Context: an optimization exercise on an open-source flow, tuned for small area and a short achievable clock period. The choices shown serve that exercise and are no tape-out recipe. Function was checked by simulation only, so behaviour that the tests miss may differ from the original. Power and IR drop assume default switching activity.

== zinc ==
Design norm_rnd, start of the top module:
module norm_rnd
(
    input  wire          clk,
    input  wire          reset,
    input  wire  [105:0] fract_in,
    input  wire  [10:0]  exp_in,
    input  wire          sign,
    input  wire  [1:0]   r_mode,
    output logic [52:0]  fract_out,
    output logic [10:0]  exp_out,
    output logic         dn_out,
    output logic         ine_out,
    output logic         overflow_out,
    output logic         infinite_out
);
Size: roughly 68 flip-flops, about 190 I/O pins, roughly 8900 sq um of cells after synthesis.
==> flow/config.mk <==
export PLATFORM = sky130hd
export DESIGN_NAME = norm_rnd
export DESIGN_NICKNAME = norm_rnd
export VERILOG_FILES = /design/flow/design.v
export SDC_FILE = /design/flow/constraint.sdc
export NUM_CORES = 4
export LEC_CHECK = 0
export ABC_AREA = 0
export CAP_MARGIN = 20
export CORE_MARGIN = 2
export CORE_UTILIZATION = 30
export SLEW_MARGIN = 20
export SYNTH_HIERARCHICAL = 1
export SYNTH_MINIMUM_KEEP_SIZE = 1000
export TNS_END_PERCENT = 100
==> flow/constraint.sdc <==
create_clock -name core_clock -period 14.0 [get_ports {clk}]
set_input_delay 2.8000 -clock core_clock [delete_from_list [all_inputs] [get_ports {clk}]]
set_output_delay 2.8000 -clock core_clock [all_outputs]
set_load 0.01 [all_outputs]
standard.sh (not shown) runs the stock make flow with config.mk's settings and CLKGATE_MAP_FILE= SYNTH_SCRIPT=/design/flow/synth_recipe.tcl, a recipe that flattens the netlist after the stock synthesis.
==> flow/flow/run.sh <==
#!/bin/bash
# The standard layout, with plain buf_1 cells as the port buffers instead of
# the delay cells buffer_ports picks by default. Every port still gets its
# own buffer.
set -euo pipefail
export BUFFER_PORTS_ARGS="-buffer_cell sky130_fd_sc_hd__buf_1"
export SETUP_SLACK_MARGIN=4.5
bash standard.sh > standard_flow.log 2>&1
Having completed the whole flow, zinc delivered a layout that passed the timing, DRC and antenna checks.
Edits applied to the flow inputs when going from zinc to onyx:
# zinc
export LEC_CHECK = 0
export ABC_AREA = 0
export CAP_MARGIN = 20
export CORE_MARGIN = 2
export CORE_UTILIZATION = 30
export SLEW_MARGIN = 20
export SYNTH_HIERARCHICAL = 1
export SYNTH_MINIMUM_KEEP_SIZE = 1000
export TNS_END_PERCENT = 100
create_clock -name core_clock -period 14.0 [get_ports {clk}]
# onyx
export LEC_CHECK = 0
export ABC_AREA = 0
export CAP_MARGIN = 20
export CORE_MARGIN = 2
export CORE_UTILIZATION = 30
export SLEW_MARGIN = 20
export SYNTH_HIERARCHICAL = 1
export SYNTH_MINIMUM_KEEP_SIZE = 0
export TNS_END_PERCENT = 100
create_clock -name core_clock -period 14.0 [get_ports {clk}]
-- flow/flow/run.sh --
<<< zinc, line 6
export BUFFER_PORTS_ARGS="-buffer_cell sky130_fd_sc_hd__buf_1"
export SETUP_SLACK_MARGIN=4.5
bash standard.sh > standard_flow.log 2>&1
>>> onyx, line 6
export BUFFER_PORTS_ARGS="-buffer_cell sky130_fd_sc_hd__buf_1"
export SETUP_SLACK_MARGIN=4.5
export SKIP_GATE_CLONING=1
bash standard.sh > standard_flow.log 2>&1
==> run notes <==
onyx: full flow OK, the timing, DRC and antenna checks passed
Of onyx and zinc, the run reporting the higher area added between synthesis and finish was zinc.
Area of all placed cells without fillers: onyx and zinc compared, lower one is onyx
onyx — maximum frequency about 1.1% higher, zinc as reference
Highest-delay cell along the critical path: sky130_fd_sc_hd__nor4_1 -> onyx, sky130_fd_sc_hd__or4_1 -> zinc
> inputs changed (onyx -> amber)
# onyx
export LEC_CHECK = 0
export ABC_AREA = 0
export CAP_MARGIN = 20
export CORE_MARGIN = 2
export CORE_UTILIZATION = 30
export SLEW_MARGIN = 20
export SYNTH_HIERARCHICAL = 1
export SYNTH_MINIMUM_KEEP_SIZE = 0
export TNS_END_PERCENT = 100
create_clock -name core_clock -period 14.0 [get_ports {clk}]
# amber
export LEC_CHECK = 0
export ABC_AREA = 0
export CAP_MARGIN = 20
export CORE_MARGIN = 2
export CORE_UTILIZATION = 40
export SLEW_MARGIN = 20
export SYNTH_HIERARCHICAL = 1
export SYNTH_MINIMUM_KEEP_SIZE = 0
export TNS_END_PERCENT = 100
create_clock -name core_clock -period 14.0 [get_ports {clk}]
-- flow/flow/run.sh --
<<< onyx, line 6
export BUFFER_PORTS_ARGS="-buffer_cell sky130_fd_sc_hd__buf_1"
export SETUP_SLACK_MARGIN=4.5
export SKIP_GATE_CLONING=1
bash standard.sh > standard_flow.log 2>&1
>>> amber, line 6
export BUFFER_PORTS_ARGS="-buffer_cell sky130_fd_sc_hd__buf_1"
export SETUP_SLACK_MARGIN=4.5
bash standard.sh > standard_flow.log 2>&1
Results
The lower critical path buffer and inverter count came out of onyx. onyx consumes more power than amber. For amber, the slowest library cell on the worst path was sky130_fd_sc_hd__or4_4, unlike onyx, where it was sky130_fd_sc_hd__nor4_1. Compared onyx against amber; overall via count from detail_route within noise. Final critical-path required period, amber and onyx, lower one = onyx. Clock share of power ends up lower on amber. Wire length delta (amber − onyx): unfavourable. Diff onyx -> amber: share of final-layout standard cells stronger than drive strength 1 up 0.72 points, final cell area excluding filler cells flat, portion of the clock cycle consumed by the worst path in the final layout up 0.47 points.
## Diff of input files: violet against amber
# amber
export LEC_CHECK = 0
export ABC_AREA = 0
export CAP_MARGIN = 20
export CORE_MARGIN = 2
export CORE_UTILIZATION = 40
export SLEW_MARGIN = 20
export SYNTH_HIERARCHICAL = 1
export SYNTH_MINIMUM_KEEP_SIZE = 0
export TNS_END_PERCENT = 100
create_clock -name core_clock -period 14.0 [get_ports {clk}]
# violet
export LEC_CHECK = 0
export ABC_AREA = 0
export CAP_MARGIN = 20
export CORE_MARGIN = 2
export CORE_UTILIZATION = 30
export SLEW_MARGIN = 20
export SYNTH_HIERARCHICAL = 1
export SYNTH_MINIMUM_KEEP_SIZE = 0
export TNS_END_PERCENT = 100
create_clock -name core_clock -period 14.0 [get_ports {clk}]
### Flow results
violet ended with every stage complete and zero timing, DRC or antenna violations.
Cell count, violet vs amber: up by a few percent
Comparing violet and amber, the higher proportion of layout cells with a drive suffix above 1 was measured on amber.
For post-layout instance area, amber and violet come out practically identical.
Going from amber to violet, highest attainable clock frequency grows by 0.78%.

port drivers added, routing unchanged:
Ports are ideal in the flow. The routed layouts listed here were re-timed in OpenROAD. Step 1, drivers: a clkbuf_16 drives clk and a buf_2 each remaining input, both assumed. Step 2 adds t to the input delays and takes it off the output delays; t is the mean of the earliest and latest rising clock arrival at the registers after step 1. Input paths then give back, and output paths get back, about the clock's delay inside the block. Slacks: ideal ports / drivers / drivers and shift; pairs: ideal ports / drivers.
run | shift t [ns] | setup slack, ns | worst setup path at the end | worst slew at a driven data input, ns | cell pins on the clock port's net
zinc | 0.363 | 4.729 / 4.740 / 4.377 | input to register | 0.04 | 1
onyx | 0.357 | 4.833 / 4.847 / 4.489 | input to register | 0.05 | 1
amber | 0.367 | 4.767 / 4.787 / 4.420 | input to register | 0.03 | 1
violet | 0.357 | 4.838 / 4.849 / 4.491 | input to register | 0.05 | 1
After both steps setup and hold are still met in every run listed. The setup slack of zinc, which loses most, moves by +0.011 ns with the drivers and by -0.352 ns with both steps.
